Source: an optimization exercise on an open RTL-to-GDS flow (aim: small area, a short achievable clock period and few clock cycles). Production flows keep margins and buffers that such runs may drop. In this exercise RTL edits were held to simulation tests only and were not proved equivalent to the original. Power and IR drop assume default switching activity.

==> zinc <==
==> flow/design.v (excerpt) <==
module sparcLsuTop
(
    input  logic                           Clk,
    input  logic                           rst,
    input  logic                           psel,
    input  logic                           penable,
    input  logic                           pwrite,
    input  logic [lsuCfgPkg::ApbAddrW-1:0] paddr,
    input  logic [lsuCfgPkg::DataW-1:0]    pwdata,
    output logic                           pready,
    output logic                           pslverr,
    output logic [lsuCfgPkg::DataW-1:0]    prdata
);
clock: 10.0 ns
lec_check: 0
cap_margin: 10
core_margin: 2
core_utilization: 30
cts_cluster_diameter: 85
cts_cluster_size: 26
gpl_routability_driven: 1
place_density: 0.4
slew_margin: 10
standard.sh (not shown) runs the stock make flow with config.mk's settings and CLKGATE_MAP_FILE= SYNTH_SCRIPT=/design/flow/synth_recipe.tcl, a recipe that flattens the netlist after the stock synthesis.
==> flow/flow/run.sh <==
#!/bin/bash
# The standard layout, with timing repair aimed at a 3.7 ns period instead of
# stopping once 5 ns of setup slack is left. Same clock, constraints and steps.
set -euo pipefail
bash standard.sh SETUP_SLACK_MARGIN=6.3 finish > standard_flow.log 2>&1
==> juniper (differences from zinc) <==
--- a/flow/design.v
+++ b/flow/design.v
@@ -106,26 +106,27 @@
 (
     input  logic                             Clk,
     input  logic                             rst,
     input  logic [sparcIsaPkg::RegAddrW-1:0] rs1Addr,
     input  logic [sparcIsaPkg::RegAddrW-1:0] rs2Addr,
     input  logic [sparcIsaPkg::RegAddrW-1:0] portBAddr,
-    input  logic [lsuCfgPkg::NumRegs-1:1]    wrHot,       
+    input  logic                             wrEn,
+    input  logic [sparcIsaPkg::RegAddrW-1:0] wrAddr,
     input  logic [lsuCfgPkg::DataW-1:0]      wrData,
     output logic [lsuCfgPkg::MemAddrW-1:0]   rs1Data,
     output logic [lsuCfgPkg::MemAddrW-1:0]   rs2Data,
     output logic [lsuCfgPkg::DataW-1:0]      portBData
 );
     localparam int N = lsuCfgPkg::NumRegs;
     localparam int W = lsuCfgPkg::DataW;
     localparam int AW = lsuCfgPkg::MemAddrW;
     logic [N-1:1][W-1:0] regs;
     always_ff @(posedge Clk)
     begin
         for (int i = 1; i < N; i++)
-            if (rst || wrHot[i])
+            if (rst || (wrEn && wrAddr == i[sparcIsaPkg::RegAddrW-1:0]))
                 regs[i] <= rst ? '0 : wrData;
     end
     always_comb
     begin
         rs1Data = '0;
         rs2Data = '0;
@@ -274,13 +275,12 @@
     output logic                             stValid,
     output logic [lsuCfgPkg::MemAddrW-3:0]   stWord,
     output logic [3:0]                       stByteEn,
     output logic [lsuCfgPkg::DataW-1:0]      stData,
     output logic                             midWrEn,
     output logic [sparcIsaPkg::RegAddrW-1:0] midWrAddr,
-    output logic [lsuCfgPkg::NumRegs-1:1]    rfWrHot,     
     output logic                             rfWrEn,
     output logic [sparcIsaPkg::RegAddrW-1:0] rfWrAddr,
     output logic [lsuCfgPkg::DataW-1:0]      rfWrData
 );
     localparam int AW = lsuCfgPkg::MemAddrW;
     localparam int RW = sparcIsaPkg::RegAddrW;
@@ -311,13 +311,12 @@
     logic mDelay;  
     logic mSecond;  
     logic retryQ;  
     logic issue;
     logic instrXfer;
     logic wWr;
-    logic [lsuCfgPkg::NumRegs-1:1] wWrHot;
     logic [RW-1:0] wWrAddr;
     logic wLoad;
     logic [DW-1:0] wWord;
     logic [1:0] wLane;
     sparcIsaPkg::accessSizeT wSize;
     logic wSignExt;
@@ -479,20 +478,17 @@
     assign midWrAddr = mWrAddr;
     always_ff @(posedge Clk)
     begin
         if (rst)
         begin
             wWr <= 1'b0;
-            wWrHot <= '0;
             wLoad <= 1'b0;
         end
         else
         begin
             wWr <= mWr && !mDelay;
-            for (int i = 1; i < lsuCfgPkg::NumRegs; i++)
-                wWrHot[i] <= mWr && !mDelay && mWrAddr == i[RW-1:0];
             wLoad <= mLoad && !mDelay;
         end
         wWrAddr <= mWrAddr;
         if (mLoad ? inSlot0 : 1'b1)
             wWord <= mLoad ? memRdData : mData;
         wLane <= mAddr[1:0];
@@ -520,13 +516,12 @@
                 default:
                     wbData = wWord;
             endcase
         end
     end
     assign rfWrEn = wWr;
-    assign rfWrHot = wWrHot;
     assign rfWrAddr = wWrAddr;
     assign rfWrData = wbData;
 endmodule
 `timescale 1ns/1ps
 module sparcLsuTop
 (
@@ -556,13 +551,12 @@
     logic [lsuCfgPkg::DataW-1:0] rdData;
     logic [sparcIsaPkg::RegAddrW-1:0] portBAddr;
     logic [lsuCfgPkg::DataW-1:0] portBData;
     logic midWrEn;
     logic [sparcIsaPkg::RegAddrW-1:0] midWrAddr;
     logic rfWrEn;
-    logic [lsuCfgPkg::NumRegs-1:1] rfWrHot;
     logic [sparcIsaPkg::RegAddrW-1:0] rfWrAddr;
     logic [lsuCfgPkg::DataW-1:0] rfWrData;
     logic [lsuCfgPkg::MemAddrW-3:0] memRdWord;
     logic [7:0] memPairHi;
     logic [7:0] memPairLo;
     logic [lsuCfgPkg::DataW-1:0] memRdData;
@@ -593,21 +587,21 @@
         .hostWrAddr(hostRdAddr), .pwdata(pwdata), .dLoad(dLoad), .dStore(dStore),
         .dSethi(dSethi), .dSize(dSize), .dSignExt(dSignExt),
         .rs1Data(rs1Data), .rs2Data(rs2Data), .rdData(rdData), .memRdData(memRdData),
         .stDone(stDone), .inSlot0(inSlot0), .stallIssue(stallIssue), .memRdWord(memRdWord), .memPairHi(memPairHi), .memPairLo(memPairLo),
         .stValid(stValid), .stWord(stWord), .stByteEn(stByteEn), .stData(stData),
         .midWrEn(midWrEn), .midWrAddr(midWrAddr),
-        .rfWrEn(rfWrEn), .rfWrHot(rfWrHot), .rfWrAddr(rfWrAddr), .rfWrData(rfWrData)
+        .rfWrEn(rfWrEn), .rfWrAddr(rfWrAddr), .rfWrData(rfWrData)
     );
     assign portBAddr = pwrite ? pwdata[sparcIsaPkg::RdLsb +: sparcIsaPkg::RegAddrW] : hostRdAddr;
     assign rdData = portBData;
     assign hostRdData = portBData;
     registerFile u_regFile
     (
         .Clk(Clk), .rst(rst), .rs1Addr(pwdata[sparcIsaPkg::Rs1Lsb +: sparcIsaPkg::RegAddrW]),
-        .rs2Addr(pwdata[sparcIsaPkg::Rs2Lsb +: sparcIsaPkg::RegAddrW]), .portBAddr(portBAddr), .wrHot(rfWrHot), .wrData(rfWrData),
+        .rs2Addr(pwdata[sparcIsaPkg::Rs2Lsb +: sparcIsaPkg::RegAddrW]), .portBAddr(portBAddr), .wrEn(rfWrEn), .wrAddr(rfWrAddr), .wrData(rfWrData),
         .rs1Data(rs1Data), .rs2Data(rs2Data), .portBData(portBData)
     );
     dataMemory u_dataMem
     (
         .Clk(Clk), .pairHi(memPairHi), .pairLo(memPairLo), .rdWord(memRdWord), .inSlot0(inSlot0), .rdData(memRdData), .stValid(stValid),
         .stWord(stWord), .stByteEn(stByteEn), .stData(stData), .stDone(stDone)
- CAP_MARGIN: 10 -> 20
- CTS_CLUSTER_DIAMETER: 85 -> 70
- CTS_CLUSTER_SIZE: 26 -> 22
- SLEW_MARGIN: 10 -> 20
==> amber (differences from zinc) <==
--- a/flow/design.v
+++ b/flow/design.v
@@ -106,26 +106,27 @@
 (
     input  logic                             Clk,
     input  logic                             rst,
     input  logic [sparcIsaPkg::RegAddrW-1:0] rs1Addr,
     input  logic [sparcIsaPkg::RegAddrW-1:0] rs2Addr,
     input  logic [sparcIsaPkg::RegAddrW-1:0] portBAddr,
-    input  logic [lsuCfgPkg::NumRegs-1:1]    wrHot,       
+    input  logic                             wrEn,
+    input  logic [sparcIsaPkg::RegAddrW-1:0] wrAddr,
     input  logic [lsuCfgPkg::DataW-1:0]      wrData,
     output logic [lsuCfgPkg::MemAddrW-1:0]   rs1Data,
     output logic [lsuCfgPkg::MemAddrW-1:0]   rs2Data,
     output logic [lsuCfgPkg::DataW-1:0]      portBData
 );
     localparam int N = lsuCfgPkg::NumRegs;
     localparam int W = lsuCfgPkg::DataW;
     localparam int AW = lsuCfgPkg::MemAddrW;
     logic [N-1:1][W-1:0] regs;
     always_ff @(posedge Clk)
     begin
         for (int i = 1; i < N; i++)
-            if (rst || wrHot[i])
+            if (rst || (wrEn && wrAddr == i[sparcIsaPkg::RegAddrW-1:0]))
                 regs[i] <= rst ? '0 : wrData;
     end
     always_comb
     begin
         rs1Data = '0;
         rs2Data = '0;
@@ -274,13 +275,12 @@
     output logic                             stValid,
     output logic [lsuCfgPkg::MemAddrW-3:0]   stWord,
     output logic [3:0]                       stByteEn,
     output logic [lsuCfgPkg::DataW-1:0]      stData,
     output logic                             midWrEn,
     output logic [sparcIsaPkg::RegAddrW-1:0] midWrAddr,
-    output logic [lsuCfgPkg::NumRegs-1:1]    rfWrHot,     
     output logic                             rfWrEn,
     output logic [sparcIsaPkg::RegAddrW-1:0] rfWrAddr,
     output logic [lsuCfgPkg::DataW-1:0]      rfWrData
 );
     localparam int AW = lsuCfgPkg::MemAddrW;
     localparam int RW = sparcIsaPkg::RegAddrW;
@@ -311,13 +311,12 @@
     logic mDelay;  
     logic mSecond;  
     logic retryQ;  
     logic issue;
     logic instrXfer;
     logic wWr;
-    logic [lsuCfgPkg::NumRegs-1:1] wWrHot;
     logic [RW-1:0] wWrAddr;
     logic wLoad;
     logic [DW-1:0] wWord;
     logic [1:0] wLane;
     sparcIsaPkg::accessSizeT wSize;
     logic wSignExt;
@@ -479,20 +478,17 @@
     assign midWrAddr = mWrAddr;
     always_ff @(posedge Clk)
     begin
         if (rst)
         begin
             wWr <= 1'b0;
-            wWrHot <= '0;
             wLoad <= 1'b0;
         end
         else
         begin
             wWr <= mWr && !mDelay;
-            for (int i = 1; i < lsuCfgPkg::NumRegs; i++)
-                wWrHot[i] <= mWr && !mDelay && mWrAddr == i[RW-1:0];
             wLoad <= mLoad && !mDelay;
         end
         wWrAddr <= mWrAddr;
         if (mLoad ? inSlot0 : 1'b1)
             wWord <= mLoad ? memRdData : mData;
         wLane <= mAddr[1:0];
@@ -520,13 +516,12 @@
                 default:
                     wbData = wWord;
             endcase
         end
     end
     assign rfWrEn = wWr;
-    assign rfWrHot = wWrHot;
     assign rfWrAddr = wWrAddr;
     assign rfWrData = wbData;
 endmodule
 `timescale 1ns/1ps
 module sparcLsuTop
 (
@@ -556,13 +551,12 @@
     logic [lsuCfgPkg::DataW-1:0] rdData;
     logic [sparcIsaPkg::RegAddrW-1:0] portBAddr;
     logic [lsuCfgPkg::DataW-1:0] portBData;
     logic midWrEn;
     logic [sparcIsaPkg::RegAddrW-1:0] midWrAddr;
     logic rfWrEn;
-    logic [lsuCfgPkg::NumRegs-1:1] rfWrHot;
     logic [sparcIsaPkg::RegAddrW-1:0] rfWrAddr;
     logic [lsuCfgPkg::DataW-1:0] rfWrData;
     logic [lsuCfgPkg::MemAddrW-3:0] memRdWord;
     logic [7:0] memPairHi;
     logic [7:0] memPairLo;
     logic [lsuCfgPkg::DataW-1:0] memRdData;
@@ -593,21 +587,21 @@
         .hostWrAddr(hostRdAddr), .pwdata(pwdata), .dLoad(dLoad), .dStore(dStore),
         .dSethi(dSethi), .dSize(dSize), .dSignExt(dSignExt),
         .rs1Data(rs1Data), .rs2Data(rs2Data), .rdData(rdData), .memRdData(memRdData),
         .stDone(stDone), .inSlot0(inSlot0), .stallIssue(stallIssue), .memRdWord(memRdWord), .memPairHi(memPairHi), .memPairLo(memPairLo),
         .stValid(stValid), .stWord(stWord), .stByteEn(stByteEn), .stData(stData),
         .midWrEn(midWrEn), .midWrAddr(midWrAddr),
-        .rfWrEn(rfWrEn), .rfWrHot(rfWrHot), .rfWrAddr(rfWrAddr), .rfWrData(rfWrData)
+        .rfWrEn(rfWrEn), .rfWrAddr(rfWrAddr), .rfWrData(rfWrData)
     );
     assign portBAddr = pwrite ? pwdata[sparcIsaPkg::RdLsb +: sparcIsaPkg::RegAddrW] : hostRdAddr;
     assign rdData = portBData;
     assign hostRdData = portBData;
     registerFile u_regFile
     (
         .Clk(Clk), .rst(rst), .rs1Addr(pwdata[sparcIsaPkg::Rs1Lsb +: sparcIsaPkg::RegAddrW]),
-        .rs2Addr(pwdata[sparcIsaPkg::Rs2Lsb +: sparcIsaPkg::RegAddrW]), .portBAddr(portBAddr), .wrHot(rfWrHot), .wrData(rfWrData),
+        .rs2Addr(pwdata[sparcIsaPkg::Rs2Lsb +: sparcIsaPkg::RegAddrW]), .portBAddr(portBAddr), .wrEn(rfWrEn), .wrAddr(rfWrAddr), .wrData(rfWrData),
         .rs1Data(rs1Data), .rs2Data(rs2Data), .portBData(portBData)
     );
     dataMemory u_dataMem
     (
         .Clk(Clk), .pairHi(memPairHi), .pairLo(memPairLo), .rdWord(memRdWord), .inSlot0(inSlot0), .rdData(memRdData), .stValid(stValid),
         .stWord(stWord), .stByteEn(stByteEn), .stData(stData), .stDone(stDone)
==> flow/flow/run.sh (replaced) <==
#!/bin/bash
# The standard layout, with timing repair aimed at a 3.4 ns period instead of
# stopping once 5 ns of setup slack is left. Same clock, constraints and steps.
set -euo pipefail
bash standard.sh SETUP_SLACK_MARGIN=6.6 finish > standard_flow.log 2>&1
- CAP_MARGIN: 10 -> 20
- CTS_CLUSTER_DIAMETER: 85 -> 70
- CTS_CLUSTER_SIZE: 26 -> 22
- SLEW_MARGIN: 10 -> 20
==> summary.txt <==
item                                                                                      zinc                   amber                 juniper
Run status                                                                      finished clean          finished clean          finished clean
Insertion delay to the later sink of the worst-skew pair                               1.02 ns                 1.07 ns                 1.09 ns
Synth cell types                                                                            90                      95                      95
Area after detailed placement                                                       0.180 mm^2              0.180 mm^2              0.180 mm^2
Final wirelength                                                                    849,000 um              882,000 um              842,000 um
FF-to-FF Start                                                                 u_exec.mAddr[2]       u_exec.mPairHi[7]       u_exec.mPairHi[2]
Die extent in x                                                                         754 um                  754 um                  754 um
Area of the placeable core                                                          0.561 mm^2              0.561 mm^2              0.561 mm^2
Power density cells                                                                187 mW/mm^2             193 mW/mm^2             203 mW/mm^2
Reg-to-reg setup timing slack                                                          6.16 ns                 6.20 ns                 6.18 ns
Number of non-clock inverters in the layout                                                 98                     105                     105
Syn_nets                                                                                14,747                  14,699                  14,699
Area share of the largest cell type after synthesis                                      50.3%                   50.0%                   50.0%
Share of cell area taken by multi-input logic gates                                      26.0%                   26.0%                   25.5%
Clock-pin slew of the registers on the worst-case setup and hold paths                 0.11 ns                 0.07 ns                 0.09 ns
Switching part of the total power                                                        24.4%                   25.4%                   25.1%
Final design instance area without fill                                             0.199 mm^2              0.214 mm^2              0.203 mm^2
Via density per instance                                                                  5.58                    5.58                    5.54
Category of the most critical setup path                                input pin to flip-flop  input pin to flip-flop  flip-flop to flip-flop
Testbench counts of zinc, summed over its fixed seeds: cycles 12,890.
Testbench counts of juniper, summed over its fixed seeds: cycles 12,890.
Testbench counts of amber, summed over its fixed seeds: cycles 12,890.


==> wip/xenon <==
sparcLsuTop, a different RTL version from the one above (not shown whole).
==> flow/design.v (excerpt) <==
module sparcLsuTop
(
    input  logic                           Clk,
    input  logic                           rst,
    input  logic                           psel,
    input  logic                           penable,
    input  logic                           pwrite,
    input  logic [lsuCfgPkg::ApbAddrW-1:0] paddr,
    input  logic [lsuCfgPkg::DataW-1:0]    pwdata,
    output logic                           pready,
    output logic                           pslverr,
    output logic [lsuCfgPkg::DataW-1:0]    prdata
);
export LEC_CHECK = 0
export CAP_MARGIN = 20
export CORE_MARGIN = 2
export CORE_UTILIZATION = 30
export CTS_CLUSTER_DIAMETER = 85
export CTS_CLUSTER_SIZE = 26
export GPL_ROUTABILITY_DRIVEN = 1
export PLACE_DENSITY = 0.4
export SLEW_MARGIN = 20
create_clock -name core_clock -period 10.0 [get_ports {Clk}]
==> flow/flow/run.sh <==
#!/bin/bash
# The standard layout, with timing repair aimed at a 3.7 ns period instead of
# stopping once 5 ns of setup slack is left. Same clock, constraints and steps.
set -euo pipefail
bash standard.sh SETUP_SLACK_MARGIN=6.3 finish > standard_flow.log 2>&1
==> wip/delta: changes against wip/xenon <==
--- a/flow/design.v
+++ b/flow/design.v
@@ -106,26 +106,27 @@
 (
     input  logic                             Clk,
     input  logic                             rst,
     input  logic [sparcIsaPkg::RegAddrW-1:0] rs1Addr,
     input  logic [sparcIsaPkg::RegAddrW-1:0] rs2Addr,
     input  logic [sparcIsaPkg::RegAddrW-1:0] portBAddr,
-    input  logic [lsuCfgPkg::NumRegs-1:1]    wrHot,       
+    input  logic                             wrEn,
+    input  logic [sparcIsaPkg::RegAddrW-1:0] wrAddr,
     input  logic [lsuCfgPkg::DataW-1:0]      wrData,
     output logic [lsuCfgPkg::MemAddrW-1:0]   rs1Data,
     output logic [lsuCfgPkg::MemAddrW-1:0]   rs2Data,
     output logic [lsuCfgPkg::DataW-1:0]      portBData
 );
     localparam int N = lsuCfgPkg::NumRegs;
     localparam int W = lsuCfgPkg::DataW;
     localparam int AW = lsuCfgPkg::MemAddrW;
     logic [N-1:1][W-1:0] regs;
     always_ff @(posedge Clk)
     begin
         for (int i = 1; i < N; i++)
-            if (rst || wrHot[i])
+            if (rst || (wrEn && wrAddr == i[sparcIsaPkg::RegAddrW-1:0]))
                 regs[i] <= rst ? '0 : wrData;
     end
     always_comb
     begin
         rs1Data = '0;
         rs2Data = '0;
@@ -144,13 +145,12 @@
     input  logic                             Clk,
     input  logic [7:0]                       pairHi,      
     input  logic [7:0]                       pairLo,      
     input  logic [lsuCfgPkg::MemAddrW-3:0]   rdWord,      
     output logic                             inSlot0,     
     output logic [lsuCfgPkg::DataW-1:0]      rdData,      
-    output logic                             rdInv,       
     input  logic                             stValid,     
     input  logic [lsuCfgPkg::MemAddrW-3:0]   stWord,
     input  logic [3:0]                       stByteEn,    
     input  logic [lsuCfgPkg::DataW-1:0]      stData,      
     output logic                             stDone       
 );
@@ -168,13 +168,12 @@
     always_ff @(posedge Clk)
     begin
         phase <= !phase;
         inv0 <= inv1;
         inv1 <= !inv0;
     end
-    assign rdInv = inv0;
     assign stDataInv = stData ^ {lsuCfgPkg::DataW{!inv0}};
     assign stDone = stValid && (stWord[0] == phase);
     always_comb
         for (int k = 0; k < Pairs; k++)
             pairSel[k] = pairHi[k / 8] & pairLo[k % 8];
     always_comb
@@ -197,12 +196,13 @@
     begin
         rdData = '0;
         for (int k = 0; k < Pairs; k++)
         begin
             rdData = rdData | ({32{pairSel[k]}} & slot0[k]);
         end
+        rdData = rdData ^ {lsuCfgPkg::DataW{inv0}};
     end
 endmodule
 `timescale 1ns/1ps
 module apbCommandPort
 (
     input  logic                             Clk,
@@ -263,26 +263,24 @@
     input  sparcIsaPkg::accessSizeT          dSize,
     input  logic                             dSignExt,
     input  logic [lsuCfgPkg::MemAddrW-1:0]   rs1Data,     
     input  logic [lsuCfgPkg::MemAddrW-1:0]   rs2Data,
     input  logic [lsuCfgPkg::DataW-1:0]      rdData,
     input  logic [lsuCfgPkg::DataW-1:0]      memRdData,   
-    input  logic                             memRdInv,
     input  logic                             stDone,
     input  logic                             inSlot0,
     output logic                             stallIssue,  
     output logic [lsuCfgPkg::MemAddrW-3:0]   memRdWord,
     output logic [7:0]                       memPairHi,   
     output logic [7:0]                       memPairLo,   
     output logic                             stValid,
     output logic [lsuCfgPkg::MemAddrW-3:0]   stWord,
     output logic [3:0]                       stByteEn,
     output logic [lsuCfgPkg::DataW-1:0]      stData,
     output logic                             midWrEn,
     output logic [sparcIsaPkg::RegAddrW-1:0] midWrAddr,
-    output logic [lsuCfgPkg::NumRegs-1:1]    rfWrHot,     
     output logic                             rfWrEn,
     output logic [sparcIsaPkg::RegAddrW-1:0] rfWrAddr,
     output logic [lsuCfgPkg::DataW-1:0]      rfWrData
 );
     localparam int AW = lsuCfgPkg::MemAddrW;
     localparam int RW = sparcIsaPkg::RegAddrW;
@@ -313,18 +311,15 @@
     logic mDelay;  
     logic mSecond;  
     logic retryQ;  
     logic issue;
     logic instrXfer;
     logic wWr;
-    logic [lsuCfgPkg::NumRegs-1:1] wWrHot;
     logic [RW-1:0] wWrAddr;
     logic wLoad;
     logic [DW-1:0] wWord;
-    logic wInv;    
-    logic [DW-1:0] wTrue;
     logic [1:0] wLane;
     sparcIsaPkg::accessSizeT wSize;
     logic wSignExt;
     logic [RW-1:0] issueRd;
     logic [RW-1:0] rs1Idx;
     logic [RW-1:0] rs2Idx;
@@ -483,58 +478,50 @@
     assign midWrAddr = mWrAddr;
     always_ff @(posedge Clk)
     begin
         if (rst)
         begin
             wWr <= 1'b0;
-            wWrHot <= '0;
             wLoad <= 1'b0;
         end
         else
         begin
             wWr <= mWr && !mDelay;
-            for (int i = 1; i < lsuCfgPkg::NumRegs; i++)
-                wWrHot[i] <= mWr && !mDelay && mWrAddr == i[RW-1:0];
             wLoad <= mLoad && !mDelay;
         end
         wWrAddr <= mWrAddr;
         if (mLoad ? inSlot0 : 1'b1)
-        begin
             wWord <= mLoad ? memRdData : mData;
-            wInv <= mLoad && memRdInv;
-        end
         wLane <= mAddr[1:0];
         wSize <= mSize;
         wSignExt <= mSignExt;
     end
-    assign wTrue = wWord ^ {DW{wInv}};
     always_comb
     begin
         case (wLane)
-            2'b00: byteSel = wTrue[31:24];
-            2'b01: byteSel = wTrue[23:16];
-            2'b10: byteSel = wTrue[15:8];
-            default: byteSel = wTrue[7:0];
+            2'b00: byteSel = wWord[31:24];
+            2'b01: byteSel = wWord[23:16];
+            2'b10: byteSel = wWord[15:8];
+            default: byteSel = wWord[7:0];
         endcase
-        halfSel = wLane[1] ? wTrue[15:0] : wTrue[31:16];
+        halfSel = wLane[1] ? wWord[15:0] : wWord[31:16];
         if (!wLoad)
-            wbData = wTrue;
+            wbData = wWord;
         else
         begin
             case (wSize)
                 sparcIsaPkg::SizeByte:
                     wbData = {{(DW - 8){wSignExt & byteSel[7]}}, byteSel};
                 sparcIsaPkg::SizeHalf:
                     wbData = {{(DW - 16){wSignExt & halfSel[15]}}, halfSel};
                 default:
-                    wbData = wTrue;
+                    wbData = wWord;
             endcase
         end
     end
     assign rfWrEn = wWr;
-    assign rfWrHot = wWrHot;
     assign rfWrAddr = wWrAddr;
     assign rfWrData = wbData;
 endmodule
 `timescale 1ns/1ps
 module sparcLsuTop
 (
@@ -564,20 +551,18 @@
     logic [lsuCfgPkg::DataW-1:0] rdData;
     logic [sparcIsaPkg::RegAddrW-1:0] portBAddr;
     logic [lsuCfgPkg::DataW-1:0] portBData;
     logic midWrEn;
     logic [sparcIsaPkg::RegAddrW-1:0] midWrAddr;
     logic rfWrEn;
-    logic [lsuCfgPkg::NumRegs-1:1] rfWrHot;
     logic [sparcIsaPkg::RegAddrW-1:0] rfWrAddr;
     logic [lsuCfgPkg::DataW-1:0] rfWrData;
     logic [lsuCfgPkg::MemAddrW-3:0] memRdWord;
     logic [7:0] memPairHi;
     logic [7:0] memPairLo;
     logic [lsuCfgPkg::DataW-1:0] memRdData;
-    logic memRdInv;
     logic stValid;
     logic [lsuCfgPkg::MemAddrW-3:0] stWord;
     logic [3:0] stByteEn;
     logic [lsuCfgPkg::DataW-1:0] stData;
     logic stDone;
     logic inSlot0;
@@ -598,27 +583,27 @@
     );
     loadStoreExec u_exec
     (
         .Clk(Clk), .rst(rst), .instrIssue(instrIssue), .hostWr(hostWr),
         .hostWrAddr(hostRdAddr), .pwdata(pwdata), .dLoad(dLoad), .dStore(dStore),
         .dSethi(dSethi), .dSize(dSize), .dSignExt(dSignExt),
-        .rs1Data(rs1Data), .rs2Data(rs2Data), .rdData(rdData), .memRdData(memRdData), .memRdInv(memRdInv),
+        .rs1Data(rs1Data), .rs2Data(rs2Data), .rdData(rdData), .memRdData(memRdData),
         .stDone(stDone), .inSlot0(inSlot0), .stallIssue(stallIssue), .memRdWord(memRdWord), .memPairHi(memPairHi), .memPairLo(memPairLo),
         .stValid(stValid), .stWord(stWord), .stByteEn(stByteEn), .stData(stData),
         .midWrEn(midWrEn), .midWrAddr(midWrAddr),
-        .rfWrEn(rfWrEn), .rfWrHot(rfWrHot), .rfWrAddr(rfWrAddr), .rfWrData(rfWrData)
+        .rfWrEn(rfWrEn), .rfWrAddr(rfWrAddr), .rfWrData(rfWrData)
     );
     assign portBAddr = pwrite ? pwdata[sparcIsaPkg::RdLsb +: sparcIsaPkg::RegAddrW] : hostRdAddr;
     assign rdData = portBData;
     assign hostRdData = portBData;
     registerFile u_regFile
     (
         .Clk(Clk), .rst(rst), .rs1Addr(pwdata[sparcIsaPkg::Rs1Lsb +: sparcIsaPkg::RegAddrW]),
-        .rs2Addr(pwdata[sparcIsaPkg::Rs2Lsb +: sparcIsaPkg::RegAddrW]), .portBAddr(portBAddr), .wrHot(rfWrHot), .wrData(rfWrData),
+        .rs2Addr(pwdata[sparcIsaPkg::Rs2Lsb +: sparcIsaPkg::RegAddrW]), .portBAddr(portBAddr), .wrEn(rfWrEn), .wrAddr(rfWrAddr), .wrData(rfWrData),
         .rs1Data(rs1Data), .rs2Data(rs2Data), .portBData(portBData)
     );
     dataMemory u_dataMem
     (
-        .Clk(Clk), .pairHi(memPairHi), .pairLo(memPairLo), .rdWord(memRdWord), .inSlot0(inSlot0), .rdData(memRdData), .rdInv(memRdInv), .stValid(stValid),
+        .Clk(Clk), .pairHi(memPairHi), .pairLo(memPairLo), .rdWord(memRdWord), .inSlot0(inSlot0), .rdData(memRdData), .stValid(stValid),
         .stWord(stWord), .stByteEn(stByteEn), .stData(stData), .stDone(stDone)
     );
 endmodule
==> flow/flow/run.sh (replaced) <==
#!/bin/bash
# The standard layout, with timing repair aimed at a 3.6 ns period instead of
# stopping once 5 ns of setup slack is left. Same clock, constraints and steps.
set -euo pipefail
bash standard.sh SETUP_SLACK_MARGIN=6.4 finish > standard_flow.log 2>&1
Settings changed: CORE_UTILIZATION 30 to 35, CTS_CLUSTER_DIAMETER 85 to 70, CTS_CLUSTER_SIZE 26 to 22, PLACE_DENSITY 0.4 to 0.45.
==> wip/raven: changes against wip/xenon <==
==> flow/flow/run.sh (replaced) <==
#!/bin/bash
# The standard layout, with timing repair aimed at a 3.6 ns period instead of
# stopping once 5 ns of setup slack is left. Same clock, constraints and steps.
set -euo pipefail
bash standard.sh SETUP_SLACK_MARGIN=6.4 finish > standard_flow.log 2>&1
==> summary of the runs <==
Hold slack: wip/xenon < wip/raven < wip/delta. Of wip/delta and wip/xenon, wip/xenon has the higher cell count (gap about 0.4%, measured against wip/xenon). Of wip/delta and wip/raven, wip/raven has the higher sequential share of layout area (gap 2.9 points). Wire length, lowest first: wip/delta, wip/raven, wip/xenon. Synthesized cell count: wip/delta is larger than wip/raven (about 1.2%).
==> figures <==
| metric | wip/xenon | wip/raven | wip/delta |
|---|---|---|---|
| Run status | complete, no violations | complete, no violations | complete, no violations |
| Number of rows in the core area | 273 | 273 | 254 |
| Proportion of final cell area spent on non-clock buffers | 4.01% | 5.32% | 6.57% |
| Initial core utilization | 30.2% | 30.2% | 35.2% |
| Multi-input combinational cell count | 8101 | 8107 | 8150 |
| Relative contribution of combinational cells to total power | 3.4% | 4.1% | 4.0% |
| Fin crit period | 3.78 ns | 3.89 ns | 3.88 ns |
| Share of synthesized area spent on multiplexers | 0.433% | 0.433% | 0.897% |
| Synth top area share | 50.9% | 50.9% | 50.0% |
| Top fanout value on the critical path | 11 | 3 | 6 |
| Via density | 5.50 | 5.52 | 5.85 |
Testbench counts of wip/xenon, summed over its fixed seeds: cycles 12,890.
Testbench counts of wip/delta, summed over its fixed seeds: cycles 12,890.
Testbench counts of wip/raven, summed over its fixed seeds: cycles 12,890.

separate check: timing with driven ports:
How much do the figures lean on ideal ports? The routed layouts below were timed once more, with nothing changed but the port constraints.
Step 1 (the two cells are an assumption about what drives the block):
set clk [get_ports {Clk}]
set_driving_cell -lib_cell sky130_fd_sc_hd__clkbuf_16 $clk
set_driving_cell -lib_cell sky130_fd_sc_hd__buf_2 [delete_from_list [all_inputs] $clk]
Step 2 moves the port delays by t, midway between the first and last clock arrival at a register: inputs arrive t later, outputs are due t later. That takes back most of the time a late clock gives input paths.
Slacks: ideal ports / drivers / drivers and shift; pairs: ideal ports / drivers.
| run | shift t [ns] | slack for setup (ns) | clock arrival spread, ns | pins driven straight from the clock port |
|---|---|---|---|---|
| zinc | 1.102 | 6.119 / 6.143 / 5.042 | 0.115 / 0.115 | 1 |
| juniper | 1.175 | 6.176 / 6.062 / 5.024 | 0.086 / 0.086 | 1 |
| amber | 1.155 | 6.190 / 5.978 / 4.823 | 0.114 / 0.114 | 1 |
| wip/xenon | 1.144 | 6.223 / 6.183 / 5.114 | 0.103 / 0.103 | 1 |
| wip/delta | 1.148 | 6.116 / 5.867 / 4.718 | 0.070 / 0.071 | 1 |
| wip/raven | 1.126 | 6.115 / 6.115 / 5.153 | 0.102 / 0.102 | 1 |
After both steps setup and hold are still met in every run listed. The setup slack of wip/delta, which loses most, moves by -0.249 ns with the drivers and by -1.398 ns with both steps.
